From an optimization exercise on the open Yosys and OpenROAD flow, aimed at small area; shortcuts taken in it are not production practice.
In this exercise RTL edits were held to simulation tests only and were not proved equivalent to the original.
Power is estimated from default activity; no workload was simulated.

**flow/config.mk**
```make
export PLATFORM = sky130hd
export DESIGN_NAME = lcd_rect_fill_streamer_top
export DESIGN_NICKNAME = lcd_rect_fill_streamer_top
export VERILOG_FILES = /design/flow/design.v
export SDC_FILE = /design/flow/constraint.sdc
export NUM_CORES = 4
export LEC_CHECK = 0
export CAP_MARGIN = 20
export CORE_MARGIN = 2
export CORE_UTILIZATION = 40
export GPL_TIMING_DRIVEN = 0
export SLEW_MARGIN = 20
```
**flow/constraint.sdc**
```tcl
create_clock -name core_clock -period 10.0 [get_ports {i_clk}]
set_input_delay 2.0000 -clock core_clock [delete_from_list [all_inputs] [get_ports {i_clk}]]
set_output_delay 2.0000 -clock core_clock [all_outputs]
set_load 0.01 [all_outputs]
```
**flow/design.v**
```verilog
`timescale 1ns / 1ps
`default_nettype none
package lrf_pkg;
    localparam int MAX_SIDE_DEF = 1024;
    localparam logic [7:0] CMD_COL_SET   = 8'h2A;
    localparam logic [7:0] CMD_ROW_SET   = 8'h2B;
    localparam logic [7:0] CMD_MEM_WRITE = 8'h2C;
    localparam int          PANEL_REG_W      = 11;
    localparam logic [10:0] PANEL_W_RESET    = 11'd240;
    localparam logic [10:0] PANEL_H_RESET    = 11'd320;
    localparam int          CFG_ADDR_W       = 3;
    localparam logic [0:0]  REG_PANEL_WIDTH  = 1'b0;
    localparam logic [0:0]  REG_PANEL_HEIGHT = 1'b1;
    localparam logic KIND_FILL = 1'b0;
    localparam logic KIND_TICK = 1'b1;
    typedef enum logic [1:0] {
        ST_BYTE     = 2'd0,
        ST_ACCEPTED = 2'd1,
        ST_REJECTED = 2'd2,
        ST_BUSY     = 2'd3
    } t_status;
    typedef enum logic [3:0] {
        PH_IDLE    = 4'd0,
        PH_COL_CMD = 4'd1,
        PH_COL_D0  = 4'd2,
        PH_COL_D1  = 4'd3,
        PH_COL_D2  = 4'd4,
        PH_COL_D3  = 4'd5,
        PH_ROW_CMD = 4'd6,
        PH_ROW_D0  = 4'd7,
        PH_ROW_D1  = 4'd8,
        PH_ROW_D2  = 4'd9,
        PH_ROW_D3  = 4'd10,
        PH_MEM_CMD = 4'd11,
        PH_PIXELS  = 4'd12
    } t_phase;
    typedef struct packed {
        logic [PANEL_REG_W-1:0] width;
        logic [PANEL_REG_W-1:0] height;
    } t_panel_cfg;
    typedef struct packed {
        logic               kind;
        logic signed [15:0] origin_col;
        logic signed [15:0] origin_row;
        logic signed [15:0] rect_width;
        logic signed [15:0] rect_height;
        logic [15:0]        fill_color;
    } t_req;
    typedef struct packed {
        t_status     status;
        logic [7:0]  spi_byte;
        logic        is_data;
        logic        release_select;
        logic        fill_done;
    } t_res;
endpackage
`default_nettype wire
`timescale 1ns / 1ps
`default_nettype none
module lrf_cfg_regs (
    input  wire logic                  i_clk,
    input  wire logic                  i_rst_n,
    input  wire logic                  psel,
    input  wire logic                  penable,
    input  wire logic                  pwrite,
    input  wire logic [lrf_pkg::CFG_ADDR_W-1:0] paddr,
    input  wire logic [31:0]           pwdata,
    output logic [31:0]                prdata,
    output logic                       pready,
    output lrf_pkg::t_panel_cfg        o_panel
);
    logic [lrf_pkg::PANEL_REG_W-1:0] r_panel_width;
    logic [lrf_pkg::PANEL_REG_W-1:0] r_panel_height;
    logic                   w_write;
    assign w_write = psel && penable && pwrite;
    assign pready  = 1'b1;
    always_ff @(posedge i_clk) begin
        if (!i_rst_n) begin
            r_panel_width  <= lrf_pkg::PANEL_W_RESET;
            r_panel_height <= lrf_pkg::PANEL_H_RESET;
        end else if (w_write) begin
            if (paddr[2]) r_panel_height <= pwdata[lrf_pkg::PANEL_REG_W-1:0];
            else          r_panel_width  <= pwdata[lrf_pkg::PANEL_REG_W-1:0];
        end
    end
    assign prdata = {21'd0, paddr[2] ? r_panel_height : r_panel_width};
    assign o_panel.width  = r_panel_width;
    assign o_panel.height = r_panel_height;
endmodule
`default_nettype wire
`timescale 1ns / 1ps
`default_nettype none
module lrf_clip (
    input  wire logic signed [15:0] i_origin,
    input  wire logic signed [15:0] i_size,
    output logic                    o_bad,      
    output logic [9:0]              o_start,    
    output logic [9:0]              o_size_m1   
);
    assign o_bad     = i_origin[15] || (i_origin[14:10] != 5'd0)
                       || i_size[15] || (i_size == 16'sd0);
    assign o_start   = i_origin[9:0];
    assign o_size_m1 = (i_size[14:10] != 5'd0) ? 10'h3FF : (i_size[9:0] - 10'd1);
endmodule
`default_nettype wire
`timescale 1ns / 1ps
`default_nettype none
module lrf_engine (
    input  wire logic               i_clk,
    input  wire logic               i_rst_n,
    input  lrf_pkg::t_panel_cfg     i_panel,
    input  wire logic               i_req_valid,
    output logic                    i_req_ready,
    input  wire logic               i_req_kind,
    input  wire logic signed [15:0] i_req_origin_col,
    input  wire logic signed [15:0] i_req_origin_row,
    input  wire logic signed [15:0] i_req_rect_width,
    input  wire logic signed [15:0] i_req_rect_height,
    input  wire logic [15:0]        i_req_fill_color,
    output logic                    o_res_valid,
    input  wire logic               o_res_ready,
    output logic [1:0]              o_res_status,
    output logic [7:0]              o_res_spi_byte,
    output logic                    o_res_is_data,
    output logic                    o_res_release_select,
    output logic                    o_res_fill_done
);
    localparam logic [3:0] PH_IDLE    = 4'd0;
    localparam logic [3:0] PH_COL_CMD = 4'd1;
    localparam logic [3:0] PH_COL_D0  = 4'd2;
    localparam logic [3:0] PH_COL_D1  = 4'd3;
    localparam logic [3:0] PH_COL_D2  = 4'd4;
    localparam logic [3:0] PH_COL_D3  = 4'd5;
    localparam logic [3:0] PH_ROW_CMD = 4'd6;
    localparam logic [3:0] PH_ROW_D0  = 4'd7;
    localparam logic [3:0] PH_ROW_D1  = 4'd8;
    localparam logic [3:0] PH_ROW_D2  = 4'd9;
    localparam logic [3:0] PH_ROW_D3  = 4'd10;
    localparam logic [3:0] PH_MEM_CMD = 4'd11;
    localparam logic [3:0] PH_PIX_HI  = 4'd12;   
    localparam logic [3:0] PH_PIX_LO  = 4'd13;
    localparam logic [3:0] PH_PIX_HI1 = 4'd14;   
    logic        r_in_valid;
    logic        r_kind;
    logic        w_advance;
    logic        r_bad;        
    logic [9:0]  r_x;          
    logic [9:0]  r_y;          
    logic [9:0]  r_cw;         
    logic [9:0]  r_ch;         
    logic [15:0] r_color;
    logic [3:0]  r_phase;
    logic [3:0]  n_phase;
    logic        r_out_valid;
    logic        n_out_valid;
    logic [1:0]  r_status;
    logic [1:0]  n_status;
    logic [7:0]  r_byte;
    logic [7:0]  n_byte;
    logic        w_bad_c, w_bad_r;
    logic [9:0]  w_x_in, w_y_in, w_cw_in, w_ch_in;
    lrf_clip u_clip_col (
        .i_origin (i_req_origin_col), .i_size (i_req_rect_width),
        .o_bad (w_bad_c), .o_start (w_x_in), .o_size_m1 (w_cw_in)
    );
    lrf_clip u_clip_row (
        .i_origin (i_req_origin_row), .i_size (i_req_rect_height),
        .o_bad (w_bad_r), .o_start (w_y_in), .o_size_m1 (w_ch_in)
    );
    logic [10:0] w_pw, w_ph;
    assign w_pw = {i_panel.width[10],  i_panel.width[9:0]  & {10{~i_panel.width[10]}}};
    assign w_ph = {i_panel.height[10], i_panel.height[9:0] & {10{~i_panel.height[10]}}};
    logic        w_idle, w_pix_lo, w_mem, w_end, w_single, w_xz;
    logic [10:0] w_bx, w_by, w_sx, w_sy;
    logic [9:0]  w_ax, w_ay;
    logic        w_cx, w_cy;
    assign w_idle   = (r_phase == PH_IDLE);
    assign w_pix_lo = (r_phase == PH_PIX_LO);
    assign w_mem    = (r_phase == PH_MEM_CMD);
    assign w_end    = (r_phase == PH_COL_D2) || (r_phase == PH_COL_D3)
                      || (r_phase == PH_ROW_D2) || (r_phase == PH_ROW_D3);
    assign w_single = (r_cw == 10'd0) && (r_ch == 10'd0);
    assign w_xz     = (r_x == 10'd0);
    always_comb begin
        w_ax = w_mem ? 10'd0 : r_x;
        w_ay = w_mem ? 10'd0 : r_y;
        if (w_idle) begin
            w_bx = ~w_pw; w_by = ~w_ph; w_cx = 1'b1; w_cy = 1'b1;
        end else if (w_pix_lo) begin
            w_bx = w_xz ? {1'b0, r_cw} : 11'h7FF; w_by = 11'h7FF; w_cx = 1'b0; w_cy = 1'b0;
        end else if (w_end || w_mem) begin
            w_bx = {1'b0, r_cw}; w_by = {1'b0, r_ch};
            w_cx = w_single && !w_mem; w_cy = w_single && !w_mem;
        end else begin
            w_bx = 11'd0; w_by = 11'd0; w_cx = 1'b0; w_cy = 1'b0;
        end
    end
    logic [11:0] w_tx, w_ty;
    assign w_tx = {1'b0, w_ax, w_cx} + {w_bx, w_cx};
    assign w_ty = {1'b0, w_ay, w_cy} + {w_by, w_cy};
    assign w_sx = w_tx[11:1];
    assign w_sy = w_ty[11:1];
    logic        w_reject;
    logic [9:0]  w_room_x, w_room_y;
    assign w_reject = r_bad || !w_sx[10] || !w_sy[10];
    assign w_room_x = ~w_sx[9:0];
    assign w_room_y = ~w_sy[9:0];
    assign w_advance   = r_in_valid && (!r_out_valid || o_res_ready);
    assign i_req_ready = !r_in_valid || w_advance;
    logic w_accept;
    logic w_ld_cnt;      
    always_comb begin
        n_phase     = r_phase;
        n_out_valid = 1'b0;
        n_status    = 2'd0;
        n_byte      = 8'h00;
        w_accept    = 1'b0;
        w_ld_cnt    = 1'b0;
        if (!r_kind) begin
            n_out_valid = 1'b1;
            if (!w_idle) begin
                n_status = 2'd3;
            end else if (w_reject) begin
                n_status = 2'd2;
            end else begin
                n_status = 2'd1;
                n_phase  = PH_COL_CMD;
                w_accept = 1'b1;
            end
        end else if (!w_idle) begin
            n_out_valid = 1'b1;
            n_phase     = r_phase + 4'd1;
            case (r_phase)
                PH_COL_CMD: n_byte = 8'h2A;
                PH_COL_D0, PH_COL_D2: n_byte = {5'd0, w_sx[10:8]};
                PH_COL_D1, PH_COL_D3: n_byte = w_sx[7:0];
                PH_ROW_CMD: n_byte = 8'h2B;
                PH_ROW_D0, PH_ROW_D2: n_byte = {5'd0, w_sy[10:8]};
                PH_ROW_D1, PH_ROW_D3: n_byte = w_sy[7:0];
                PH_MEM_CMD: begin
                    n_byte   = 8'h2C;
                    n_phase  = PH_PIX_HI1;
                    w_ld_cnt = 1'b1;
                end
                PH_PIX_HI, PH_PIX_HI1: begin
                    n_byte  = r_color[15:8];
                    n_phase = PH_PIX_LO;
                end
                default: begin
                    n_byte   = r_color[7:0];
                    w_ld_cnt = 1'b1;
                    if (!w_xz || !w_sy[10]) begin
                        n_phase = PH_PIX_HI;
                    end else begin
                        n_phase = PH_IDLE;
                    end
                end
            endcase
        end
    end
    logic w_run_next;
    assign w_run_next = w_advance ? (n_phase != PH_IDLE) : !w_idle;
    always_ff @(posedge i_clk) begin
        if (!i_rst_n) begin
            r_in_valid  <= 1'b0;
            r_phase     <= PH_IDLE;
            r_out_valid <= 1'b0;
        end else begin
            if (i_req_ready) r_in_valid <= i_req_valid;
            if (w_advance) begin
                r_phase     <= n_phase;
                r_out_valid <= n_out_valid;
            end else if (o_res_ready) begin
                r_out_valid <= 1'b0;
            end
        end
    end
    always_ff @(posedge i_clk) begin
        if (i_req_ready) r_kind <= i_req_kind;
        if (w_advance) begin
            r_status <= n_status;
            r_byte   <= n_byte;
        end
        if (i_req_ready && !w_run_next) begin
            r_bad   <= w_bad_c || w_bad_r;
            r_x     <= w_x_in;
            r_y     <= w_y_in;
            r_cw    <= w_cw_in;
            r_ch    <= w_ch_in;
            r_color <= i_req_fill_color;
        end else if (w_advance) begin
            if (w_accept) begin
                if (r_cw > w_room_x) r_cw <= w_room_x;
                if (r_ch > w_room_y) r_ch <= w_room_y;
            end
            if (w_ld_cnt) begin
                r_x <= w_sx[9:0];
                if (w_mem || w_xz) r_y <= w_sy[9:0];
            end
        end
    end
    logic w_byte, w_cmd, w_last;
    assign w_byte = (r_status == 2'd0);
    assign w_cmd  = (r_phase == PH_COL_D0) || (r_phase == PH_ROW_D0) || (r_phase == PH_PIX_HI1);
    assign w_last = w_idle;
    assign o_res_valid          = r_out_valid;
    assign o_res_status         = r_status;
    assign o_res_spi_byte       = r_byte;
    assign o_res_is_data        = w_byte && !w_cmd;
    assign o_res_release_select = w_byte && (w_cmd || w_last);
    assign o_res_fill_done      = w_byte && w_last;
endmodule
`default_nettype wire
`timescale 1ns / 1ps
`default_nettype none
module lcd_rect_fill_streamer_top (
    input  wire logic                  i_clk,
    input  wire logic                  i_rst_n,
    input  wire logic                  i_req_valid,
    output logic                       i_req_ready,
    input  wire logic                  i_req_kind,
    input  wire logic signed [15:0]    i_req_origin_col,
    input  wire logic signed [15:0]    i_req_origin_row,
    input  wire logic signed [15:0]    i_req_rect_width,
    input  wire logic signed [15:0]    i_req_rect_height,
    input  wire logic [15:0]           i_req_fill_color,
    output logic                       o_res_valid,
    input  wire logic                  o_res_ready,
    output logic [1:0]                 o_res_status,
    output logic [7:0]                 o_res_spi_byte,
    output logic                       o_res_is_data,
    output logic                       o_res_release_select,
    output logic                       o_res_fill_done,
    input  wire logic                  psel,
    input  wire logic                  penable,
    input  wire logic                  pwrite,
    input  wire logic [lrf_pkg::CFG_ADDR_W-1:0] paddr,
    input  wire logic [31:0]           pwdata,
    output logic [31:0]                prdata,
    output logic                       pready
);
    lrf_pkg::t_panel_cfg w_panel;
    lrf_cfg_regs u_cfg (
        .i_clk   (i_clk),
        .i_rst_n (i_rst_n),
        .psel    (psel),
        .penable (penable),
        .pwrite  (pwrite),
        .paddr   (paddr),
        .pwdata  (pwdata),
        .prdata  (prdata),
        .pready  (pready),
        .o_panel (w_panel)
    );
    lrf_engine u_engine (
        .i_clk                (i_clk),
        .i_rst_n              (i_rst_n),
        .i_panel              (w_panel),
        .i_req_valid          (i_req_valid),
        .i_req_ready          (i_req_ready),
        .i_req_kind           (i_req_kind),
        .i_req_origin_col     (i_req_origin_col),
        .i_req_origin_row     (i_req_origin_row),
        .i_req_rect_width     (i_req_rect_width),
        .i_req_rect_height    (i_req_rect_height),
        .i_req_fill_color     (i_req_fill_color),
        .o_res_valid          (o_res_valid),
        .o_res_ready          (o_res_ready),
        .o_res_status         (o_res_status),
        .o_res_spi_byte       (o_res_spi_byte),
        .o_res_is_data        (o_res_is_data),
        .o_res_release_select (o_res_release_select),
        .o_res_fill_done      (o_res_fill_done)
    );
endmodule
`default_nettype wire
```
**flow/flow/run.sh**
```bash
#!/bin/bash
# Layout flow: the standard synthesis, then the same synthesis with an area-oriented
# ABC script; its netlist is used if its registers match the standard one exactly (names
# and cell types). Then the standard ORFS layout, with port buffers of the smallest cell.
set -uo pipefail
HERE=$PWD
RES=$HERE/orfs/results/$FLOW_PLATFORM/lcd_rect_fill_streamer_top/base

bash standard.sh synth > std_synth.log 2>&1 || exit 1
cp $RES/1_2_yosys.v std_1_2_yosys.v

export MY_ABC_SCRIPT=$HERE/flow/area.abc
make -C $FLOW_HOME DESIGN_CONFIG=$HERE/config.mk WORK_HOME=$HERE/area_orfs CLKGATE_MAP_FILE= \
  SYNTH_SCRIPT=$HERE/flow/my_synth.tcl synth > area_synth.log 2>&1
AREA_NET=$HERE/area_orfs/results/$FLOW_PLATFORM/lcd_rect_fill_streamer_top/base/1_2_yosys.v

if [[ -s $AREA_NET ]]; then
  python3 flow/regs.py std_1_2_yosys.v > regs_std.txt
  python3 flow/regs.py $AREA_NET > regs_area.txt
  if [[ -s regs_std.txt ]] && cmp -s regs_std.txt regs_area.txt; then
    echo "using area netlist" > choice.log
    cp $AREA_NET $RES/1_2_yosys.v
    rm -f $RES/1_synth.odb $RES/1_synth.sdc
  else
    echo "registers differ; using standard netlist" > choice.log
  fi
else
  echo "area synthesis failed; using standard netlist" > choice.log
fi

export BUFFER_PORTS_ARGS="-buffer_cell sky130_fd_sc_hd__buf_1"
# One tie cell per constant instead of one per constant output port.
export SKIP_REPAIR_TIE_FANOUT=1
# Clock tree from a few mid-size buffers over large sink clusters, without dummy loads.
export CTS_ARGS="-sink_clustering_enable -repair_clock_nets -buf_list sky130_fd_sc_hd__clkbuf_8 -root_buf sky130_fd_sc_hd__clkbuf_8 -sink_clustering_size 25 -sink_clustering_max_diameter 100 -dont_use_dummy_load"
bash standard.sh finish > standard_flow.log 2>&1
```
**flow/flow/area.abc**
```
strash
&get -n
&deepsyn -T 30
&put
&get -n
&dch -f
&nf -a -R 1000
&put
```
**flow/flow/my_synth.tcl**
```tcl
# The standard synthesis (synth_recipe.tcl), with the ABC mapping step run on an
# area-oriented script instead of ORFS's speed script, and adders mapped by ABC too. Everything before and after the
# combinational mapping, and so every register, is the same as the standard synthesis.
proc synth {args} { yosys synth -nofsm -noshare {*}$args }
proc abc {args} {
  set i [lsearch $args -script]
  if {$i >= 0} {
    lset args [expr {$i+1}] $::env(MY_ABC_SCRIPT)
  }
  puts "area abc: $args"
  yosys abc {*}$args
}
# Adders are left to ABC as plain logic: no half/full adder cells, no Kogge-Stone carry map.
set ::env(ADDER_MAP_FILE) ""
set ::env(SYNTH_OPERATIONS_ARGS) " "
source $::env(SCRIPTS_DIR)/synth.tcl
# left out here: clear keep_hierarchy, flatten, clean up, hide names made inside functions, write 1_2_yosys.v
```
**flow/flow/regs.py**
```python
# Print "celltype-without-drive instance" for every flip-flop in a Yosys netlist.
import re, sys
txt = open(sys.argv[1]).read()
out = []
for m in re.finditer(r'^\s*(sky130_fd_sc_hd__(\w+?)_\d+)\s+(\S+)\s*\(', txt, re.M):
    base = m.group(2)
    if re.match(r'(e?dfx|dfr|dfs|dfb|sdf|edfx|dlx|dlr)', base):
        out.append(base + ' ' + m.group(3))
for line in sorted(out):
    print(line)
```
**flow/standard.sh**
```bash
#!/bin/bash
# synth_recipe.tcl (not shown) runs the flow's synth.tcl, then flattens the netlist and writes it again
# the make line also repeats each setting of config.mk as NAME=value (left out here)
make -C /OpenROAD-flow-scripts/flow DESIGN_CONFIG=/design/flow/config.mk WORK_HOME=/design/flow/orfs CLKGATE_MAP_FILE= SYNTH_SCRIPT=/design/flow/synth_recipe.tcl "${@:-finish}"
```
==> key figures, run 1 <==
Run status
  – Status: timing/DRC/antenna clean

Timing
  – Rel. slew slack: 33.1%
  – Final Critical Period: 8920 ps
  – RSZ-0062 raised after global routing: false
  – Final setup violation count: 0
  – Part of the cycle the worst path needs: 89.2%
  – Actual slew at the worst max-slew pin: 1000 ps
  – Upper clock frequency limit: 112 MHz
  – Hold Vio Cnt, Final: 0
  – Fin. max-slew vios: 0
  – Final clock skew: 23.7 ps

Final layout
  – Layout cells sized above 1: 5.77%
  – Highest-count cells in the layout ignoring fill and taps: buf_1 (125), edfxtp_1 (68), nand2_1 (61)
  – Commonest non-fill, non-tap cell in the layout: buf_1
  – Net count, final: 818
  – Fin util: 47.3%
  – Syn-to-layout area delta: 16.8%
  – # diodes: 0

Die
  – DIE HEIGHT: 122 um
  – IO Count: 171
  – Die width: 122 um
  – Initial core utilization: 40.5%
  – Core area: 13,800 um^2
  – Full die area: 14,900 um^2
  – Cell row count: 43

Global routing
  – Number of global-route vias before repair: 4,682
  – Initial antenna violation count: 0
  – Largest net degree at the start of global routing: 24
  – Grt ovf: 0
  – Total GRT Usage: 22.1%
  – First-pass GRT wire length: 24,900 um

CTS
  – Root Buffer: clkbuf_8
  – CTS sink cnt: 96
  – Worst-skew pair later-pin latency: 390 ps
  – CTS tree: yes
  – Clock buffer depth: 2
  – Post-cts sizing count: 0
  – Clock transition at path regs: 80 ps
  – CTS buffer count: 9
  – Post-CTS Setup Inserts: 0
  – H-tree Lvls: 3
  – Number of hold buffers added after CTS: 0

Setup path
  – CP required: 10,230 ps
  – Reg2reg start: u_engine.r_x[0]
  – Worst Path Max Fanout: 23
  – CP arrival: 9140 ps
  – End of the critical path: u_engine.r_ch[3]
  – CP endpoint kind: flip-flop
  – Critical path origin: u_engine.r_x[0]
  – Worst r2r dst: u_engine.r_ch[3]
  – Largest stage delay on the critical path: 730 ps
  – Register-to-Register Path Depth: 32
  – Crit path kind: flip-flop to flip-flop
  – Slowest CP cell: o311ai_0
  – Setup crit start kind: flip-flop
  – Most used cell, CP: maj3_1
  – Setup slack, reg-to-reg: 1080 ps

Yosys
  – YS warnings: 2
  – Synthesized area: 5580 um^2
  – Syn nets: 677
  – Post-synthesis cell count: 554
  – Mean Syn Cell Area: 10.1 um^2

Detailed routing
  – Routed Antenna Nets: 0
  – Number of vias per cell: 5.59
  – Vias: 4,879
  – Routed wire length: 15,900 um
  – Avg WL per Cell: 18.2 um
  – TritonRoute pass-1 iters: 5
  – DRC violations left: 0
  – Iteration-0 DRC Markers: 411

Pwr
  – Peak VDD IR: 83.2 uV
  – Pwr per Cell Area: 229 nW/um^2
  – Final Power: 1.49 mW
  – Pleak: 2.17 nW

Worst hold path
  – Hold path depth: 2
  – Class of the worst hold path: flip-flop to flip-flop

Run
  – Number of max-cap violations: 0

Place
  – DP Wirelength: 12,300 um
  – GPL Wtd Cong: 0.897
  – PortBufs: 125
==> final cells by class <==
type / instances / area [um^2]
Multi-Input combinational cell: 422 / 2790
Timing Repair Buffer: 130 / 558
Tap cell: 180 / 225
Inverter: 14 / 52.6
Buffer: 22 / 165
Clock buffer: 9 / 124
Fill cell: 1343 / 7260
Sequential cell: 96 / 2600
==> worst min-delay path by stage <==
stage	startpoint	to	slack, ps
2_1_floorplan	u_cfg.r_panel_width[0]	u_cfg.r_panel_width[0]	450
3_3_place_gp	u_cfg.r_panel_width[0]	u_cfg.r_panel_width[0]	470
3_5_place_dp	u_cfg.r_panel_width[0]	u_cfg.r_panel_width[0]	490
4_1_cts	u_cfg.r_panel_width[0]	u_cfg.r_panel_width[0]	500
5_1_grt	u_cfg.r_panel_width[0]	u_cfg.r_panel_width[0]	540
6_report	u_cfg.r_panel_width[0]	u_cfg.r_panel_width[0]	500
==> routing by layer <==
metal | share of wire, % | track usage, % | routed length (um) | vias to the layer above
li1 | - | - | - | 2366
met1 | 44 | 29.6 | 7040 | 2283
met2 | 47 | 36.0 | 7470 | 211
met3 | 7.2 | 4.59 | 1150 | 19
met4 | 1.6 | 7.04 | 261 | 0
met5 | 0 | 0 | 0 | -
==> registers in the layout (all words and copies together), names as in the netlist <==
name	flops
u_engine.r_color	16
u_cfg.r_panel_height	11
u_cfg.r_panel_width	11
u_engine.r_ch	10
u_engine.r_cw	10
u_engine.r_x	10
u_engine.r_y	10
u_engine.r_byte	8
u_engine.r_phase	4
u_engine.r_status	2
u_engine.r_bad	1
u_engine.r_in_valid	1
u_engine.r_kind	1
u_engine.r_out_valid	1
==> power by group <==
group,leakage [nW],switching [mW],internal [mW],total (mW)
combinational,1.23,0.413,0.269,0.682
sequential,0.876,0.0597,0.546,0.606
clock,0.0647,0.125,0.0809,0.206
==> worst max-delay path: cells and delay by family, from the launching register on <==
| kind | cells | cell delay (ps) |
|---|---|---|
| compound gates | 10 | 2550 |
| simple gates | 11 | 2510 |
| fa+ha+maj | 5 | 1790 |
| buf+inv | 4 | 1080 |
| flops | 1 | 460 |
| xor+xnor | 2 | 350 |
==> stage by stage <==
| step | setup TNS (ps) | setup slack [ps] | hold WS [ps] | instances | area [um^2] |
|---|---|---|---|---|---|
| finish | 0 | 1080 | 505 | 873 | 6520 |
| global route | 0 | 185 | 536 | 873 | 6520 |
| CTS | 0 | 1060 | 502 | 873 | 6520 |
| detailed placement | 0 | 1100 | 490 | 864 | 6390 |
| global placement | -82000 | -1590 | 475 | 859 | 6280 |
| floorplan | 0 | 899 | 447 | 554 | 5580 |
==> run 2: changes to the inputs <==
--- a/flow/config.mk
+++ b/flow/config.mk
@@ -8,5 +8,4 @@
 export CAP_MARGIN = 20
 export CORE_MARGIN = 2
 export CORE_UTILIZATION = 40
-export GPL_TIMING_DRIVEN = 0
 export SLEW_MARGIN = 20
==> run 2 against run 1 <==
Core utilization shrank 1.4 points. Synthesized area stayed put. Die area did not move. Critical path depth unchanged. Sequential cell count unchanged. Fmax grew 9.2%. Design area decreased by 2.9%. Sequential share of layout area grew 1.2 points. Via count decreased by 0.16%. Clock power is essentially flat. Synthesized cell count is the same. Sequential power about the same. Critical path type unchanged. Critical endpoint is now u_engine.r_y[1]. Largest cell class unchanged.
==> key figures, run 2 <==
Detailed routing
  – Met3 routed WL: 1220 um (+5.7%)
  – Met2 WL post-DR: 6960 um (-6.9%)
  – Avg WL per Cell: 18.4 um (+0.74%)
  – Routed Antenna Nets: 0 (unchanged)
  – Routed wire length: 15,800 um (-1.1%)
  – Top sig layer: met4
  – Wl on met1: 6870 um (-2.4%)
  – Number of vias per cell: 5.68 (+1.7%)
  – TritonRoute pass-1 iters: 5 (unchanged)
  – Iteration-0 DRC Markers: 421 (+2.4%)
  – DRC violations left: 0 (unchanged)
  – Vias: 4,871 (-0.16%)

Timing
  – Setup TNS: 0 ps (unchanged)
  – Final Critical Period: 8170 ps (-751 ps)
  – Fin. max-slew vios: 0 (unchanged)
  – Actual slew at the worst max-slew pin: 771 ps (-231 ps)
  – Rel. slew slack: 48.2% (+15 points)
  – Final setup violation count: 0 (unchanged)
  – Hold Vio Cnt, Final: 0 (unchanged)
  – Final clock skew: 25.7 ps (+2.08 ps)
  – Upper clock frequency limit: 122 MHz (+9.2%)
  – RSZ-0062 raised after global routing: false
  – Part of the cycle the worst path needs: 81.7% (-7.5 points)

Setup path
  – CP endpoint kind: flip-flop
  – Crit path kind: flip-flop to flip-flop
  – Worst Path Max Fanout: 21 (-8.7%)
  – Register-to-Register Path Depth: 32 (unchanged)
  – CP required: 10,090 ps (-140 ps)
  – Setup crit start kind: flip-flop
  – Slowest CP cell: o311ai_0
  – Most used cell, CP: maj3_1
  – Largest stage delay on the critical path: 690 ps (-40 ps)
  – CP arrival: 8260 ps (-880 ps)

Final layout
  – Flip-flop count of the largest register after layout: 16 (unchanged)
  – Largest regs: u_engine.r_color x16, u_cfg.r_panel_height x11, u_cfg.r_panel_width x11
  – Fillcell total: 1,379 (+2.7%)
  – Register Area: 2600 um^2 (unchanged)
  – Multi-input gate area: 2770 um^2 (-0.58%)
  – Layout cells sized above 1: 3.10% (-2.7 points)
  – Net count, final: 802 (-2.0%)
  – Biggest register: u_engine.r_color
  – Highest-count cells in the layout ignoring fill and taps: buf_1 (125), edfxtp_1 (68), nand2_1 (61)
  – # diodes: 0 (unchanged)
  – Syn-to-layout area delta: 13.5%
  – Commonest non-fill, non-tap cell in the layout: buf_1

Die
  – Full die area: 14,900 um^2 (unchanged)
  – IO Count: 171 (unchanged)
  – DIE HEIGHT: 122 um (unchanged)
  – Die width: 122 um (unchanged)
  – Initial core utilization: 40.5% (unchanged)
  – Core area: 13,800 um^2 (unchanged)
  – Cell row count: 43 (unchanged)

Place
  – DP Wirelength: 12,200 um (-0.95%)
  – PortBufs: 125 (unchanged)
  – GPL Wtd Cong: 0.895 (-0.27%)

CTS
  – Clock buffer depth: 2 (unchanged)
  – CTS tree: yes
  – CTS sink cnt: 96 (unchanged)
  – H-tree Lvls: 3 (unchanged)
  – Number of hold buffers added after CTS: 0 (unchanged)
  – Root Buffer: clkbuf_8
  – Clock transition at path regs: 80 ps (about the same)
  – Worst-skew pair later-pin latency: 390 ps (about the same)
  – CTS buffer count: 9 (unchanged)
  – Post-cts sizing count: 0 (unchanged)
  – Post-CTS Setup Inserts: 0 (unchanged)

Yosys
  – Post-synthesis cell count: 554 (unchanged)
  – YS warnings: 2 (unchanged)
  – Mean Syn Cell Area: 10.1 um^2 (unchanged)
  – Syn nets: 677 (unchanged)
  – Synthesized area: 5580 um^2 (unchanged)

Global routing
  – First-pass GRT wire length: 24,600 um (-1.2%)
  – Grt ovf: 0 (unchanged)
  – Total GRT Usage: 22.0% (-0.18 points)
  – Number of global-route vias before repair: 4,797 (+2.5%)
  – Initial antenna violation count: 0 (unchanged)
  – Largest net degree at the start of global routing: 22 (-8.3%)

Worst hold path
  – Hold path depth: 1 (-1)
  – Class of the worst hold path: flip-flop to flip-flop

Pwr
  – Final Power: 1.49 mW (-0.58%)
  – Pwr per Cell Area: 235 nW/um^2 (+2.4%)
  – Pleak: 2.05 nW (-5.2%)
  – Peak VDD IR: 91.7 uV (+10%)

Run status
  – Status: timing/DRC/antenna clean

Run
  – Number of max-cap violations: 0 (unchanged)
-- run 2: power breakdown --
group / switching, mW / internal (mW) / leakage, nW
logic: 0.413 / 0.262 / 1.11
registers: 0.0613 / 0.546 / 0.876
clock network: 0.123 / 0.0808 / 0.0647
-- run 2: path summary, 6_finish.rpt --
kind,endpoint,slack (ps),start
worst max-delay path,u_engine.r_y[1],1830,u_engine.r_x[0]
worst min-delay path,u_cfg.r_panel_height[6],500,u_cfg.r_panel_height[6]
worst max register to register,u_engine.r_y[1],1830,u_engine.r_x[0]
worst min register to register,u_cfg.r_panel_height[6],500,u_cfg.r_panel_height[6]
-- run 2: area by class of cell --
| class | instances | share of cell area (%) |
|---|---|---|
| Multi-Input combinational cell | 422 | 43.8 |
| Inverter | 14 | 0.830 |
| Sequential cell | 96 | 41.1 |
| Tap cell | 180 | 3.56 |
| Clock buffer | 9 | 1.96 |
| Timing Repair Buffer | 136 | 8.72 |
-- run 2: critical path, delay by kind of cell (launching register included) --
kind | cells | cell delay, ps
AO/OA/AOI/OAI | 10 | 2410
XOR/XNOR | 2 | 320
adder cells (fa/ha/maj) | 5 | 1780
buffers and inverters | 4 | 790
flip-flops | 1 | 460
AND/OR/NAND/NOR | 11 | 2120
-- run 2: layer usage --
metal | global-route usage, % | up-vias
li1 | - | 2338
met1 | 28.0 | 2263
met2 | 34.2 | 228
met3 | 5.81 | 42
met4 | 11.4 | 0
met5 | 0 | -
-- run 2: metrics by stage --
stage               area [um^2]  util (%)  hold slack (ps)  instances  setup slack, ps
finish                     6330      45.9              500        857             1830
CTS                        6330      45.9              501        857             1930
global route               6330      45.9              534        857             1200
detailed placement         6200      45.0              480        848             1940
floorplan                  5580         -              447        554              899
global placement           6200      45.0              476        848             2050
==> run 3: changes to the inputs <==
--- a/flow/config.mk
+++ b/flow/config.mk
@@ -7,5 +7,5 @@
 export LEC_CHECK = 0
 export CAP_MARGIN = 20
 export CORE_MARGIN = 2
-export CORE_UTILIZATION = 40
+export CORE_UTILIZATION = 60
 export SLEW_MARGIN = 20
==> run 3 against run 2 <==
Register-to-register slack hardly changed. Synthesized area stayed put. Worst setup slack worse by 6.0 ps. Non-clock buffer count is 1 lower. Critical path depth is 5 lower. Clock power hardly changed. Final cell count is 8.2% lower. Global-route usage is 8.2 points higher. Sequential cell count stayed put. Combinational power hardly changed. Critical endpoint is now u_engine.r_cw[3]. Largest cell class unchanged. Largest power group unchanged.
==> key figures, run 3 <==
Final layout
  – # diodes: 0 (unchanged)
  – Flip-flop count of the largest register after layout: 16 (unchanged)
  – Design area: 6230 um^2 (-1.5%)
  – Fin util: 68.4% (+22 points)
  – Biggest register: u_engine.r_color
  – Layout cells sized above 1: 2.96% (-0.14 points)
  – Net count, final: 801 (-0.12%)
  – Largest regs: u_engine.r_color x16, u_cfg.r_panel_height x11, u_cfg.r_panel_width x11
  – Fillcell total: 762 (-45%)
  – Non-filler cells, final: 787 (-8.2%)
  – Commonest non-fill, non-tap cell in the layout: buf_1
  – Syn-to-layout area delta: 11.8%
  – Highest-count cells in the layout ignoring fill and taps: buf_1 (125), edfxtp_1 (68), nand2_1 (61)

CTS
  – CTS tree: yes
  – H-tree Lvls: 3 (unchanged)
  – Clock transition at path regs: 90 ps (about the same)
  – Post-cts sizing count: 0 (unchanged)
  – CTS buffer count: 9 (unchanged)
  – Root Buffer: clkbuf_8
  – Clock buffer depth: 2 (unchanged)
  – Number of hold buffers added after CTS: 0 (unchanged)
  – Post-CTS Setup Inserts: 0 (unchanged)
  – Worst-skew pair later-pin latency: 360 ps (-30 ps)
  – CTS sink cnt: 96 (unchanged)

Die
  – IO Count: 171 (unchanged)
  – Full die area: 10,100 um^2 (-32%)
  – Die width: 100 um (-18%)
  – Initial core utilization: 61.2% (+21 points)
  – Cell row count: 35 (-19%)
  – Core area: 9110 um^2 (-34%)
  – DIE HEIGHT: 100 um (-18%)

Place
  – Post-Place Cells: 778 (-8.3%)
  – DP Wirelength: 11,400 um (-6.9%)
  – DP Area: 6110 um^2 (-1.5%)
  – GPL Wtd Cong: 0.964 (+7.8%)
  – PortBufs: 125 (unchanged)

Pwr
  – Pwr per Cell Area: 239 nW/um^2 (+1.7%)
  – Peak VDD IR: 102 uV (+11%)
  – Pleak: 2.05 nW (-0.24%)

Detailed routing
  – Avg WL per Cell: 18.8 um (+2.3%)
  – DRC violations left: 0 (unchanged)
  – Routed wire length: 14,800 um (-6.0%)
  – Iteration-0 DRC Markers: 446 (+5.9%)
  – Routed Antenna Nets: 0 (unchanged)
  – TritonRoute pass-1 iters: 8 (+3)
  – Number of vias per cell: 6.22 (+9.4%)
  – Vias: 4,894 (+0.47%)

Yosys
  – Mean Syn Cell Area: 10.1 um^2 (unchanged)
  – Synthesized area: 5580 um^2 (unchanged)
  – Post-synthesis cell count: 554 (unchanged)
  – YS warnings: 2 (unchanged)
  – Syn nets: 677 (unchanged)

Timing
  – Final clock skew: 23.5 ps (-2.30 ps)
  – Final setup violation count: 0 (unchanged)
  – Setup TNS: 0 ps (unchanged)
  – Rel. slew slack: 46.8% (-1.5 points)
  – Hold Vio Cnt, Final: 0 (unchanged)
  – Fin. max-slew vios: 0 (unchanged)
  – Actual slew at the worst max-slew pin: 798 ps (+27.5 ps)
  – Upper clock frequency limit: 122 MHz (about the same)
  – RSZ-0062 raised after global routing: false
  – Part of the cycle the worst path needs: 81.7% (about the same)
  – Minimum hold slack: 479 ps (-20.8 ps)
  – Final Critical Period: 8170 ps (+5.99 ps)

Setup path
  – CP arrival: 8260 ps (about the same)
  – CP endpoint kind: flip-flop
  – Setup crit start kind: flip-flop
  – Setup slack, reg-to-reg: 1830 ps (about the same)
  – Slowest CP cell: dfxtp_1
  – Most used cell, CP: maj3_1
  – Largest stage delay on the critical path: 680 ps (about the same)
  – CP required: 10,090 ps (about the same)
  – Worst Path Max Fanout: 40 (+90%)
  – Crit path kind: flip-flop to flip-flop

Global routing
  – Number of global-route vias before repair: 4,523 (-5.7%)
  – Largest net degree at the start of global routing: 41 (+86%)
  – First-pass GRT wire length: 23,100 um (-6.3%)
  – Total GRT Usage: 30.2% (+8.2 points)
  – Grt ovf: 0 (unchanged)
  – Initial antenna violation count: 0 (unchanged)

Run
  – Number of max-cap violations: 0 (unchanged)

Run status
  – Status: timing/DRC/antenna clean

Worst hold path
  – Class of the worst hold path: flip-flop to flip-flop
==> run 3: cell types whose count changed in the layout (fill, tap and decap cells not counted) <==
cell	change
buf_4	-1
==> run 3: per-layer routing <==
| layer | GRT usage [%] | wire length, um |
|---|---|---|
| met5 | 0 | 0 |
| met4 | 12.9 | 486 |
| met2 | 47.3 | 6710 |
| met3 | 5.15 | 1240 |
| met1 | 41.6 | 6370 |
==> run 3: area by class of cell <==
cell class	instances	area [um^2]	area share, %
Timing Repair Buffer	135	544	8.73
Sequential cell	96	2600	41.7
Clock buffer	9	124	1.99
Inverter	14	52.6	0.843
Tap cell	111	139	2.23
Multi-Input combinational cell	422	2770	44.5
==> run 3: metrics by stage <==
step           power, mW  setup slack, ps
6_report            1.49             1830
3_5_place_dp        1.28             2000
4_1_cts             1.48             2000
5_1_grt             1.57             1350
2_1_floorplan       1.07              899
3_3_place_gp        1.26             2180
==> run 3: final timing paths <==
path	from	cells past startpoint	end
worst min register to register	u_cfg.r_panel_width[0]	2	u_cfg.r_panel_width[0]
worst max register to register	u_engine.r_phase[3]	27	u_engine.r_cw[3]
worst min-delay path	u_cfg.r_panel_width[0]	2	u_cfg.r_panel_width[0]
worst max-delay path	u_engine.r_phase[3]	27	u_engine.r_cw[3]
==> run 3: power breakdown <==
part	total (mW)	leakage, nW	internal, mW	switching, mW
logic	0.676	1.11	0.261	0.414
registers	0.610	0.876	0.546	0.0642
clock network	0.203	0.0647	0.0810	0.122
==> run 3: worst max-delay path: cells and delay by family (launching register included) <==
family | cells | cell delay, ps
compound gates | 12 | 2560
simple gates | 6 | 1950
fa+ha+maj | 5 | 1770
flops | 1 | 680
mux | 2 | 520
buf+inv | 2 | 400
==> run 4: changes to the inputs <==
==> flow/flow/area.abc (replaced) <==
strash
&get -n
&deepsyn -T 30
&put
&get -n
&dch -f
&nf -a -R 1000 -F 10 -A 10 -C 32 -E 20
&put
==> run 4 against run 3 <==
Still clean. Final cell count down 1.7%. Design area is 0.62% lower. Combinational power about the same. Die area is 0.34% lower. Critical path depth increased by 7. Sequential cell count stayed put. Clock skew grew 13 ps. First-iteration DRC count decreased by 2.7%. Sequential power about the same. Critical path type unchanged. Largest cell class unchanged.
==> key figures, run 4 <==
Detailed routing
  – Routed wire length: 14,600 um (-1.3%)
  – DRC violations left: 0 (unchanged)
  – TritonRoute pass-1 iters: 6 (-2)
  – Vias: 4,877 (-0.35%)
  – Iteration-0 DRC Markers: 434 (-2.7%)
  – Avg WL per Cell: 18.9 um (+0.31%)
  – Routed Antenna Nets: 0 (unchanged)
  – Number of vias per cell: 6.30 (+1.3%)

Final layout
  – Highest-count cells in the layout ignoring fill and taps: buf_1 (125), edfxtp_1 (68), nand2_1 (55)
  – # diodes: 0 (unchanged)
  – Non-filler cells, final: 774 (-1.7%)
  – Syn-to-layout area delta: 11.5%
  – Multi-input gate area: 2740 um^2 (-1.3%)
  – Layout cells sized above 1: 2.71% (-0.24 points)
  – Fillcell total: 750 (-1.6%)
  – Register Area: 2600 um^2 (unchanged)
  – Biggest register: u_engine.r_color
  – Net count, final: 788 (-1.6%)
  – Flip-flop count of the largest register after layout: 16 (unchanged)
  – Design area: 6200 um^2 (-0.62%)
  – Commonest non-fill, non-tap cell in the layout: buf_1
  – Largest regs: u_engine.r_color x16, u_cfg.r_panel_height x11, u_cfg.r_panel_width x11

Timing
  – RSZ-0062 raised after global routing: false
  – Part of the cycle the worst path needs: 86.1% (+4.4 points)
  – Upper clock frequency limit: 116 MHz (-5.1%)
  – Final setup violation count: 0 (unchanged)
  – Fin. max-slew vios: 0 (unchanged)
  – Final Critical Period: 8610 ps (+441 ps)
  – Final clock skew: 36.1 ps (+12.7 ps)
  – Hold Vio Cnt, Final: 0 (unchanged)
  – Actual slew at the worst max-slew pin: 842 ps (+44.3 ps)
  – Rel. slew slack: 43.8% (-3.0 points)
  – Setup TNS: 0 ps (unchanged)

Yosys
  – Synthesized area: 5560 um^2 (-0.36%)
  – YS warnings: 2 (unchanged)
  – Mean Syn Cell Area: 10.2 um^2 (+1.5%)
  – Syn nets: 667 (-1.5%)
  – Post-synthesis cell count: 544 (-1.8%)

Global routing
  – Initial antenna violation count: 0 (unchanged)
  – Number of global-route vias before repair: 4,604 (+1.8%)
  – Total GRT Usage: 29.6% (-0.61 points)
  – Largest net degree at the start of global routing: 44 (+7.3%)
  – First-pass GRT wire length: 22,900 um (-0.60%)
  – Grt ovf: 0 (unchanged)

Die
  – DIE HEIGHT: 100 um (-0.17%)
  – Core area: 9110 um^2 (unchanged)
  – Die width: 100 um (-0.17%)
  – Full die area: 10,000 um^2 (-0.34%)
  – Cell row count: 35 (unchanged)
  – Initial core utilization: 61.0% (-0.22 points)
  – IO Count: 171 (unchanged)

Worst hold path
  – Class of the worst hold path: flip-flop to flip-flop
  – Hold path depth: 2 (unchanged)
  – Worst hold start: u_cfg.r_panel_width[0]
  – Hold path endpoint: u_cfg.r_panel_width[0]

Pwr
  – Pleak: 2.02 nW (-1.6%)
  – Combinational power share: 45.6% (+0.2 points)
  – P_int: 0.888 mW (about the same)
  – Total net switching power: 0.598 mW (-0.34%)
  – Peak VDD IR: 121 uV (+19%)
  – Clock Power Share: 13.4% (-0.2 points)
  – Pwr per Cell Area: 240 nW/um^2 (+0.48%)
  – Switch share: 40.3% (-0.079 points)
  – Register share of total power: 41.0% (about the same)

Setup path
  – CP arrival: 8700 ps (+440 ps)
  – Worst Path Max Fanout: 43 (+7.5%)
  – Reg2reg start: u_engine.r_phase[0]
  – CP required: 10,080 ps (about the same)
  – Setup crit start kind: flip-flop
  – Most used cell, CP: a21oi_1
  – Crit path kind: flip-flop to flip-flop
  – Slowest CP cell: dfxtp_1
  – Setup slack, reg-to-reg: 1390 ps (-440 ps)
  – Worst r2r dst: u_engine.r_ch[2]
  – CP endpoint kind: flip-flop
  – Largest stage delay on the critical path: 650 ps (-30 ps)
  – Register-to-Register Path Depth: 34 (+26%)

CTS
  – CTS buffer count: 9 (unchanged)
  – Worst-skew pair later-pin latency: 370 ps (about the same)
  – Post-CTS Setup Inserts: 0 (unchanged)
  – Number of hold buffers added after CTS: 0 (unchanged)
  – Clock buffer depth: 2 (unchanged)
  – Post-cts sizing count: 0 (unchanged)
  – Clock transition at path regs: 90 ps (about the same)
  – CTS sink cnt: 96 (unchanged)
  – Root Buffer: clkbuf_8
  – H-tree Lvls: 3 (unchanged)
  – CTS tree: yes

Place
  – PortBufs: 125 (unchanged)
  – DP Area: 6070 um^2 (-0.70%)
  – GPL Wtd Cong: 0.934 (-3.2%)
  – DP Wirelength: 11,100 um (-2.0%)
  – Post-Place Cells: 765 (-1.7%)

Run status
  – Status: timing/DRC/antenna clean

Run
  – Number of max-cap violations: 0 (unchanged)
==> run 4: changes by cell type in the layout (fill, tap and decap cells not counted), moves of 4 or more <==
cell | previous run | this run
a31oi_1 | 11 | 6
clkinv_1 | 14 | 19
nand2_1 | 61 | 55
nor2_1 | 47 | 34
o21ai_0 | 28 | 22
or3_1 | 1 | 5
==> run 4: area by class of cell <==
class | count | share of cell area [%]
repair buffers | 132 | 8.42
inverters | 19 | 1.15
flip-flops and latches | 96 | 42.0
well taps | 111 | 2.24
clock buffers | 9 | 2.00
multi-input cells | 407 | 44.2
==> run 4: metal layers <==
| layer | vias to the layer above | global-route usage (%) | share of wire [%] |
|---|---|---|---|
| li1 | 2291 | - | - |
| met1 | 2281 | 41.0 | 42 |
| met2 | 273 | 47.7 | 46 |
| met3 | 32 | 5.15 | 9.3 |
| met4 | 0 | 9.06 | 2.5 |
| met5 | - | 0 | 0 |
==> run 4: worst max-delay path, delay by kind of cell (launching register included) <==
| kind | cells | cell delay [ps] |
|---|---|---|
| buffers and inverters | 4 | 1160 |
| AND/OR/NAND/NOR | 12 | 2220 |
| AO/OA/AOI/OAI | 10 | 1910 |
| XOR/XNOR | 3 | 590 |
| adder cells (fa/ha/maj) | 5 | 1780 |
| flip-flops | 1 | 650 |
==> run 4: metrics by stage <==
| step | hold WS [ps] | power [mW] | setup slack [ps] | utilization, % |
|---|---|---|---|---|
| after floorplan | 447 | 1.07 | 747 | - |
| after global placement | 476 | 1.26 | 1660 | 66.6 |
| after detailed placement | 478 | 1.27 | 1500 | 66.6 |
| after CTS | 487 | 1.47 | 1410 | 68.0 |
| after global routing | 514 | 1.56 | 657 | 68.0 |
| final | 480 | 1.49 | 1390 | 68.0 |
==> run 4: worst max-delay path by stage <==
stage	endpoint	slack, ps	cells after the start	start
floorplan	u_engine.r_y[0]	750	30	u_engine.r_phase[0]
global placement	u_engine.r_y[7]	1660	32	u_engine.r_phase[0]
detailed placement	u_engine.r_y[7]	1500	32	u_engine.r_phase[0]
CTS	u_engine.r_y[7]	1410	32	u_engine.r_phase[0]
global route	u_engine.r_ch[2]	660	34	u_engine.r_phase[0]
finish	u_engine.r_ch[2]	1390	34	u_engine.r_phase[0]
==> run 4: power groups by stage <==
stage / logic (mW) / clock network (mW) / registers [mW]
2_1_floorplan: 0.478 / 0 / 0.595
3_3_place_gp: 0.646 / 0 / 0.613
3_5_place_dp: 0.659 / 0 / 0.616
4_1_cts: 0.665 / 0.200 / 0.607
5_1_grt: 0.732 / 0.214 / 0.617
6_report: 0.678 / 0.199 / 0.609
==> run 5: changes to the inputs <==
--- a/flow/config.mk
+++ b/flow/config.mk
@@ -7,5 +7,5 @@
 export LEC_CHECK = 0
 export CAP_MARGIN = 20
 export CORE_MARGIN = 2
-export CORE_UTILIZATION = 60
+export CORE_UTILIZATION = 75
 export SLEW_MARGIN = 20
==> run 5 against run 4 <==
Worst setup slack lost 150 ps. Synthesized area unchanged. Critical path type unchanged. Fmax decreased by 1.7%. Design area fell by 0.18%. Clock skew shrank 5.6 ps. Highest routed layer unchanged. Largest cell class unchanged. Core utilization grew 18 points.
==> key figures, run 5 <==
Setup path
  – Worst Path Max Fanout: 30 (-30%)
  – Crit path kind: flip-flop to flip-flop
  – Register-to-Register Path Depth: 33 (-2.9%)
  – Worst r2r dst: u_engine.r_x[4]
  – Delay-heaviest family, CP: compound AO/OA/AOI/OAI gates
  – CP endpoint kind: flip-flop
  – Reg2reg start: u_engine.r_phase[0]
  – Largest stage delay on the critical path: 670 ps (+20 ps)
  – CP required: 10,090 ps (about the same)
  – CP arrival: 8850 ps (+150 ps)
  – Setup slack, reg-to-reg: 1240 ps (-150 ps)
  – WP buf/inv: 4 (unchanged)
  – Slowest CP cell: dfxtp_1
  – Setup crit start kind: flip-flop

CTS
  – Worst-skew pair later-pin latency: 370 ps (about the same)
  – CTS buffer count: 9 (unchanged)
  – H-tree Lvls: 3 (unchanged)
  – CTS sink cnt: 96 (unchanged)
  – Root Buffer: clkbuf_8
  – CTS tree: yes
  – Post-CTS Setup Inserts: 0 (unchanged)
  – Clock buffer depth: 2 (unchanged)
  – Post-cts sizing count: 0 (unchanged)
  – Clock transition at path regs: 80 ps (about the same)
  – Number of hold buffers added after CTS: 0 (unchanged)

Detailed routing
  – Routed wire length: 15,100 um (+3.5%)
  – Number of vias per cell: 6.69 (+6.2%)
  – DRC violations left: 0 (unchanged)
  – Routed Antenna Nets: 0 (unchanged)
  – Iteration-0 DRC Markers: 641 (+48%)
  – Avg WL per Cell: 19.8 um (+5.0%)
  – TritonRoute pass-1 iters: 6 (unchanged)
  – Vias: 5,104 (+4.7%)

Die
  – Cell row count: 31 (-11%)
  – IO Count: 171 (unchanged)
  – Full die area: 8120 um^2 (-19%)
  – DIE HEIGHT: 90.1 um (-10%)
  – Die width: 90.1 um (-10%)
  – Initial core utilization: 77.0% (+16 points)
  – Core area: 7210 um^2 (-21%)

Global routing
  – Grt ovf: 0 (unchanged)
  – GRT met2 Usage: 60.8% (+13 points)
  – First-pass GRT wire length: 24,000 um (+4.5%)
  – Gr busiest metal: met2
  – Met1 GRT Util: 47.6% (+6.6 points)
  – Number of global-route vias before repair: 4,915 (+6.8%)
  – Largest net degree at the start of global routing: 31 (-30%)
  – Total GRT Usage: 37.7% (+8.2 points)
  – Initial antenna violation count: 0 (unchanged)
  – Met3 global-route usage: 7.80% (+2.6 points)

Pwr
  – P_int: 0.888 mW (about the same)
  – Total net switching power: 0.610 mW (+1.9%)
  – Combinational power share: 45.6% (about the same)
  – Clock Power Share: 13.4% (about the same)
  – Final Power: 1.50 mW (+0.79%)
  – Register share of total power: 41.0% (about the same)
  – Peak VDD IR: 169 uV (+40%)
  – Pleak: 2.02 nW (+0.20%)
  – Switch share: 40.7% (+0.43 points)
  – Pwr per Cell Area: 242 nW/um^2 (+0.97%)

Timing
  – Hold Vio Cnt, Final: 0 (unchanged)
  – Setup TNS: 0 ps (unchanged)
  – Actual slew at the worst max-slew pin: 863 ps (+20.7 ps)
  – Final setup violation count: 0 (unchanged)
  – Final Critical Period: 8760 ps (+148 ps)
  – Upper clock frequency limit: 114 MHz (-1.7%)
  – Part of the cycle the worst path needs: 87.6% (+1.5 points)
  – RSZ-0062 raised after global routing: false
  – Minimum hold slack: 504 ps (+23.7 ps)
  – Rel. slew slack: 42.5% (-1.4 points)
  – Final clock skew: 30.5 ps (-5.64 ps)
  – Fin. max-slew vios: 0 (unchanged)

Final layout
  – Net count, final: 789 (+0.13%)
  – Commonest non-fill, non-tap cell in the layout: buf_1
  – # diodes: 0 (unchanged)
  – Biggest register: u_engine.r_color
  – Syn-to-layout area delta: 11.3%
  – Layout cells sized above 1: 2.71% (-0.0041 points)
  – Highest-count cells in the layout ignoring fill and taps: buf_1 (125), edfxtp_1 (68), nand2_1 (55)
  – Flip-flop count of the largest register after layout: 16 (unchanged)
  – Largest regs: u_engine.r_color x16, u_cfg.r_panel_height x11, u_cfg.r_panel_width x11

Place
  – GPL Wtd Cong: 0.958 (+2.6%)
  – PortBufs: 125 (unchanged)
  – DP Wirelength: 11,300 um (+1.5%)

Yosys
  – Syn nets: 667 (unchanged)
  – Post-synthesis cell count: 544 (unchanged)
  – Mean Syn Cell Area: 10.2 um^2 (unchanged)
  – Synthesized area: 5560 um^2 (unchanged)
  – YS warnings: 2 (unchanged)

Worst hold path
  – Worst hold start: u_cfg.r_panel_width[0]
  – Class of the worst hold path: flip-flop to flip-flop
  – Hold path endpoint: u_cfg.r_panel_width[0]
  – Hold path depth: 2 (unchanged)

Run
  – Number of max-cap violations: 0 (unchanged)

Run status
  – Status: timing/DRC/antenna clean
-- run 5: cell types whose count changed in the layout (fill, tap and decap cells not counted), sizes merged --
cell / before / now
buf: 132 / 133
-- run 5: cell type report --
| type | instances | area (um^2) |
|---|---|---|
| clock buffers | 9 | 124 |
| fillers | 422 | 1030 |
| inverters | 19 | 71.3 |
| multi-input cells | 407 | 2730 |
| flip-flops and latches | 96 | 2600 |
| well taps | 99 | 124 |
| repair buffers | 133 | 529 |
-- run 5: per-stage QoR --
| step | instance area (um^2) | utilization, % | cells | worst slack [ps] |
|---|---|---|---|---|
| 5_1_grt | 6180 | 85.7 | 763 | 686 |
| 6_report | 6180 | 85.7 | 763 | 1240 |
| 3_5_place_dp | 6060 | 84.0 | 754 | 1550 |
| 4_1_cts | 6180 | 85.7 | 763 | 1510 |
| 3_3_place_gp | 6060 | 84.0 | 754 | 1720 |
| 2_1_floorplan | 5560 | - | 544 | 747 |
-- run 5: tightest hold or removal path, stage by stage (launching register included) --
cell and delay, ps:
dfxtp_1 300, clkinv_1 60, o21ai_0 80
-- run 5: worst max path at each step --
| stage | start | to | slack, ps | cells past startpoint |
|---|---|---|---|---|
| finish | u_engine.r_phase[0] | u_engine.r_x[4] | 1240 | 33 |
| global route | u_engine.r_phase[0] | u_engine.r_x[4] | 690 | 33 |
| floorplan | u_engine.r_phase[0] | u_engine.r_y[0] | 750 | 30 |
| CTS | u_engine.r_phase[0] | u_engine.r_x[4] | 1510 | 33 |
| detailed placement | u_engine.r_phase[0] | u_engine.r_y[1] | 1550 | 33 |
| global placement | u_engine.r_phase[0] | u_engine.r_cw[7] | 1720 | 32 |
-- run 5: routing by layer --
layer | wire, um | vias up | share of wire, %
met3 | 1730 | 62 | 11
met1 | 5630 | 2347 | 37
met5 | 0 | - | 0
li1 | - | 2287 | -
met4 | 760 | 0 | 5.0
met2 | 6990 | 408 | 46
-- run 5: power by group through the flow --
stage	sequential, mW	combinational, mW	clock (mW)
2_1_floorplan	0.595	0.478	0
3_3_place_gp	0.611	0.632	0
3_5_place_dp	0.617	0.660	0
4_1_cts	0.608	0.666	0.198
5_1_grt	0.620	0.733	0.209
6_report	0.614	0.684	0.200
==> run 6: changes to the inputs <==
==> flow/flow/area.abc (replaced) <==
strash
&get -n
&deepsyn -T 30
&put
&get -n
&dch -f
&nf -a -R 1000
&put
==> run 6 against run 5 <==
Global-route usage rose by 2.6 points. Clock skew fell by 10 ps. Synthesized cell count rose by 1.8%. Final cell count rose by 1.3%. Largest power group unchanged. Highest routed layer unchanged. Synthesized area rose by 0.36%. Count of clock-buffer cells in the layout did not move. Via count rose by 1.1%. Critical path depth did not move. Sequential power barely moved. Die area rose by 0.34%. Combinational power rose by 1%.
==> key figures, run 6 <==
Setup path
  – CP endpoint kind: flip-flop
  – Worst r2r dst: u_engine.r_y[1]
  – Register-to-Register Path Depth: 33 (unchanged)
  – CP required: 10,100 ps (about the same)
  – Most used cell, CP: maj3_1
  – Crit path kind: flip-flop to flip-flop
  – Setup crit start kind: flip-flop
  – Setup slack, reg-to-reg: 1130 ps (-100 ps)
  – Delay-heaviest family, CP: compound AO/OA/AOI/OAI gates
  – Worst Path Max Fanout: 31 (+3.3%)
  – Slowest CP cell: dfxtp_1
  – Reg2reg start: u_engine.r_phase[2]
  – Largest stage delay on the critical path: 740 ps (+70 ps)
  – CP arrival: 8970 ps (+120 ps)
  – WP buf/inv: 4 (unchanged)

Detailed routing
  – Iteration-0 DRC Markers: 638 (-0.47%)
  – Avg WL per Cell: 20.9 um (+5.8%)
  – Number of vias per cell: 6.68 (-0.21%)
  – TritonRoute pass-1 iters: 6 (unchanged)
  – DRC violations left: 0 (unchanged)
  – Routed Antenna Nets: 0 (unchanged)
  – Vias: 5,160 (+1.1%)
  – Routed wire length: 16,200 um (+7.2%)

Final layout
  – # diodes: 0 (unchanged)
  – Layout cells sized above 1: 2.67% (-0.040 points)
  – Largest regs: u_engine.r_color x16, u_cfg.r_panel_height x11, u_cfg.r_panel_width x11
  – Highest-count cells in the layout ignoring fill and taps: buf_1 (125), edfxtp_1 (68), nand2_1 (61)
  – Net count, final: 799 (+1.3%)
  – Commonest non-fill, non-tap cell in the layout: buf_1
  – Syn-to-layout area delta: 11.2% (about the same)
  – Fin util: 86.0% (+0.28 points)
  – Fillcell total: 400 (-5.2%)
  – Flip-flop count of the largest register after layout: 16 (unchanged)
  – Biggest register: u_engine.r_color

Yosys
  – Mean Syn Cell Area: 10.1 um^2 (-1.5%)
  – Synthesized area: 5580 um^2 (+0.36%)
  – Syn nets: 677 (+1.5%)
  – YS warnings: 2 (unchanged)
  – Post-synthesis cell count: 554 (+1.8%)

CTS
  – H-tree Lvls: 3 (unchanged)
  – CTS tree: yes
  – Clock buffer depth: 2 (unchanged)
  – Root Buffer: clkbuf_8
  – Post-CTS Setup Inserts: 0 (unchanged)
  – Number of hold buffers added after CTS: 0 (unchanged)
  – CTS buffer count: 9 (unchanged)
  – CTS sink cnt: 96 (unchanged)
  – Clock transition at path regs: 90 ps (about the same)
  – Worst-skew pair later-pin latency: 370 ps (about the same)
  – Post-cts sizing count: 0 (unchanged)

Die
  – Cell row count: 31 (unchanged)
  – DIE HEIGHT: 90.2 um (+0.17%)
  – IO Count: 171 (unchanged)
  – Core area: 7210 um^2 (unchanged)
  – Die width: 90.2 um (+0.17%)
  – Full die area: 8140 um^2 (+0.34%)
  – Initial core utilization: 77.3% (+0.28 points)

Timing
  – Part of the cycle the worst path needs: 88.7% (+1.0 points)
  – Setup TNS: 0 ps (unchanged)
  – Actual slew at the worst max-slew pin: 883 ps (+20.1 ps)
  – RSZ-0062 raised after global routing: false
  – Final clock skew: 20.4 ps (-10.1 ps)
  – Hold Vio Cnt, Final: 0 (unchanged)
  – Rel. slew slack: 40.7% (-1.7 points)
  – Upper clock frequency limit: 113 MHz (-1.2%)
  – Fin. max-slew vios: 0 (unchanged)
  – Final setup violation count: 0 (unchanged)
  – Final Critical Period: 8870 ps (+103 ps)

Global routing
  – First-pass GRT wire length: 25,600 um (+6.9%)
  – Initial antenna violation count: 0 (unchanged)
  – Largest net degree at the start of global routing: 32 (+3.2%)
  – Total GRT Usage: 40.3% (+2.6 points)
  – Number of global-route vias before repair: 5,072 (+3.2%)
  – Grt ovf: 0 (unchanged)

Place
  – GPL Wtd Cong: 0.995 (+3.8%)
  – DP Wirelength: 12,300 um (+8.8%)
  – PortBufs: 125 (unchanged)

Pwr
  – Peak VDD IR: 145 uV (-15%)
  – Pleak: 2.04 nW (+0.98%)
  – Pwr per Cell Area: 244 nW/um^2 (+0.58%)

Worst hold path
  – Worst hold start: u_cfg.r_panel_height[6]
  – Hold path depth: 1 (-1)
  – Hold path endpoint: u_cfg.r_panel_height[6]
  – Class of the worst hold path: flip-flop to flip-flop

Run status
  – Status: timing/DRC/antenna clean

Run
  – Number of max-cap violations: 0 (unchanged)
==> run 6: worst max-delay path by stage <==
stage | end | from | slack [ps] | depth (start not counted)
6_report | u_engine.r_y[1] | u_engine.r_phase[2] | 1130 | 33
5_1_grt | u_engine.r_y[1] | u_engine.r_phase[2] | 480 | 33
4_1_cts | u_engine.r_y[1] | u_engine.r_phase[2] | 1390 | 33
3_5_place_dp | u_engine.r_y[5] | u_engine.r_phase[2] | 1470 | 33
3_3_place_gp | u_engine.r_y[4] | u_engine.r_phase[3] | 1880 | 29
2_1_floorplan | u_engine.r_ch[0] | u_engine.r_phase[0] | 900 | 30
==> run 6: where the power goes <==
group	total [mW]	internal (mW)	switching (mW)
Clock	0.204	0.0810	0.123
Sequential	0.614	0.546	0.0678
Combinational	0.694	0.260	0.434
Total	1.51	0.887	0.624
==> run 6: area by class of cell <==
cell class	instances	area [um^2]	area share [%]
repair buffers	133	529	8.53
inverters	14	52.6	0.847
clock buffers	9	124	2.00
flip-flops and latches	96	2600	41.9
well taps	99	124	2.00
multi-input cells	422	2770	44.7
==> run 6: metrics by stage <==
step	std cells	cell area (um^2)	setup slack [ps]	hold WS [ps]	power, mW
after floorplan	554	5580	899	447	1.07
after global placement	764	6080	1880	473	1.23
after detailed placement	764	6080	1470	486	1.28
after CTS	773	6200	1390	514	1.48
after global routing	773	6200	481	534	1.57
final	773	6200	1130	511	1.51
==> run 6: routing by layer <==
layer,track usage (%),vias to the layer above,routed length (um)
li1,-,2318,-
met5,0,-,0
met2,67.4,434,7780
met1,50.9,2332,5720
met4,19.6,0,764
met3,7.12,76,1930
==> run 7: changes to the inputs <==
--- a/flow/config.mk
+++ b/flow/config.mk
@@ -5,7 +5,8 @@
 export SDC_FILE = /design/flow/constraint.sdc
 export NUM_CORES = 4
 export LEC_CHECK = 0
-export CAP_MARGIN = 20
+export CAP_MARGIN = 0
 export CORE_MARGIN = 2
-export CORE_UTILIZATION = 75
-export SLEW_MARGIN = 20
+export CORE_UTILIZATION = 40
+export GPL_TIMING_DRIVEN = 0
+export SLEW_MARGIN = 0
==> run 7 against run 6 <==
Via count shrank 4.7%. Count of clock-buffer cells in the layout did not move. Clock skew rose by 2.6 ps. Synthesized cell count stayed put. Global-route usage decreased by 18 points. Critical endpoint is now u_engine.r_ch[7]. Largest cell class unchanged. Largest power group unchanged.
==> key figures, run 7 <==
Final layout
  – Layout cells sized above 1: 5.78% (+3.1 points)
  – Syn-to-layout area delta: 16.2%
  – Fillcell total: 1,363 (+240%)
  – Design area: 6480 um^2 (+4.5%)
  – Non-filler cells, final: 872 (+13%)
  – Flip-flop count of the largest register after layout: 16 (unchanged)

Place
  – Post-Place Worst Slack: 386 ps (-1090 ps)
  – GPL Wtd Cong: 0.897 (-9.8%)
  – Post-Place Cells: 862 (+13%)

Setup path
  – CP arrival: 9150 ps (+180 ps)
  – Slowest CP cell: nor4_2
  – CP required: 10,230 ps (+130 ps)
  – Largest stage delay on the critical path: 770 ps (+30 ps)
  – Reg2reg start: u_engine.r_phase[2]

Global routing
  – Largest net degree at the start of global routing: 24 (-25%)
  – Number of global-route vias before repair: 4,660 (-8.1%)
  – First-pass GRT wire length: 24,700 um (-3.9%)
  – Initial antenna violation count: 0 (unchanged)
  – Grt ovf: 0 (unchanged)

Timing
  – Fin. max-slew vios: 0 (unchanged)
  – Actual slew at the worst max-slew pin: 1040 ps (+154 ps)
  – Part of the cycle the worst path needs: 89.2% (+0.52 points)
  – Final setup violation count: 0 (unchanged)
  – RSZ-0062 raised after global routing: false
  – Final clock skew: 23.1 ps (+2.65 ps)
  – Worst setup margin: 1080 ps (-52.0 ps)
  – Hold Vio Cnt, Final: 0 (unchanged)

Pwr
  – Switch share: 40.1% (-1.2 points)
  – Pleak: 2.15 nW (+5.3%)
  – Peak VDD IR: 123 uV (-15%)
  – Combinational power share: 45.4% (-0.5 points)
  – P_int: 0.893 mW (+0.60%)
  – Clock Power Share: 13.9% (+0.4 points)
  – Total net switching power: 0.598 mW (-4.2%)

Run status
  – Status: timing/DRC/antenna clean

CTS
  – CTS sink cnt: 96 (unchanged)
  – Clock transition at path regs: 90 ps (about the same)
  – Clock buffer depth: 2 (unchanged)
  – H-tree Lvls: 3 (unchanged)

Detailed routing
  – Number of vias per cell: 5.64 (-16%)
  – Routed Antenna Nets: 0 (unchanged)
  – Routed wire length: 15,900 um (-1.9%)
  – DRC violations left: 0 (unchanged)

Run
  – Number of max-cap violations: 0 (unchanged)

Yosys
  – Mean Syn Cell Area: 10.1 um^2 (unchanged)

Die
  – Die width: 122 um (+35%)
  – DIE HEIGHT: 122 um (+35%)
  – Cell row count: 43 (+39%)
  – Full die area: 14,900 um^2 (+83%)
==> run 7: final cells by class <==
| class | instances | area [um^2] | area share [%] |
|---|---|---|---|
| plain buffers | 22 | 165 | 2.55 |
| flip-flops and latches | 96 | 2600 | 40.1 |
| inverters | 14 | 56.3 | 0.869 |
| clock buffers | 9 | 124 | 1.91 |
| repair buffers | 129 | 520 | 8.03 |
| well taps | 180 | 225 | 3.47 |
| multi-input cells | 422 | 2790 | 43.0 |
==> run 7: critical path: cells and delay by family, from the launching register on <==
kind,cells,cell delay [ps]
AOI/OAI and AO/OA,10,2650
xor gates and xnor gates,2,360
adders and majority gates,5,1760
buffers and inverters,3,750
DFF,1,510
and+or+nand+nor,11,2690
==> run 7: per-layer routing <==
metal | up-vias | part of all wire, % | global-route usage, %
met2 | 210 | 46 | 35.6
met4 | 0 | 2.4 | 8.62
met1 | 2324 | 44 | 29.2
met5 | - | 0 | 0
met3 | 24 | 7.0 | 3.65
li1 | 2357 | - | -
==> run 7: power groups by stage <==
stage | Clock [mW] | Sequential (mW) | Combinational (mW)
detailed placement | 0 | 0.614 | 0.669
finish | 0.207 | 0.606 | 0.677
CTS | 0.209 | 0.605 | 0.673
global route | 0.221 | 0.617 | 0.743
floorplan | 0 | 0.595 | 0.478
global placement | 0 | 0.613 | 0.650
==> run 7: worst min-delay path by stage <==
stage,startpoint,slack (ps),to,depth (start not counted)
after floorplan,u_cfg.r_panel_width[0],450,u_cfg.r_panel_width[0],2
after global placement,u_cfg.r_panel_width[0],470,u_cfg.r_panel_width[0],2
after detailed placement,u_cfg.r_panel_height[5],490,u_cfg.r_panel_height[5],1
after CTS,u_cfg.r_panel_width[0],510,u_cfg.r_panel_width[0],2
after global routing,u_cfg.r_panel_width[7],540,u_cfg.r_panel_width[7],1
final,u_cfg.r_panel_width[0],510,u_cfg.r_panel_width[0],2
==> run 7: through the flow <==
stage	utilization, %	hold slack [ps]	power [mW]
finish	47.1	511	1.49
global route	47.1	538	1.58
floorplan	-	447	1.07
CTS	46.9	514	1.49
detailed placement	46.0	491	1.28
global placement	45.6	475	1.26
==> run 7: repair_timing <==
action / in CTS / in global routing
hold buffers: 0 / 0
gates resized for setup: 0 / 3
setup endpoints to repair: 0 / 17

[re-timing with driven ports]
How much do the figures lean on ideal ports? The routed layouts below were timed once more, with nothing changed but the port constraints.
Step 1 sets driving cells, clkbuf_16 on the clock port and buf_2 on the other inputs (assumed; they add their load-dependent delay and slew).
Step 2, shift: input delay + t, output delay - t, t = (earliest + latest rising clock arrival at the registers) / 2. This alone moves slack from input paths to output paths.
Three values: no drivers, after step 1, after step 2; two values: the first two.
run	t (ns)	setup WS [ns]
run 1	0.414	1.082 / 1.082 / 1.082
run 2	0.416	1.833 / 1.833 / 1.833
run 3	0.386	1.827 / 1.827 / 1.827
run 4	0.383	1.386 / 1.386 / 1.386
run 5	0.388	1.237 / 1.237 / 1.237
run 6	0.391	1.134 / 1.134 / 1.134
run 7	0.415	1.082 / 1.082 / 1.082
After both steps every run listed still meets setup and hold.
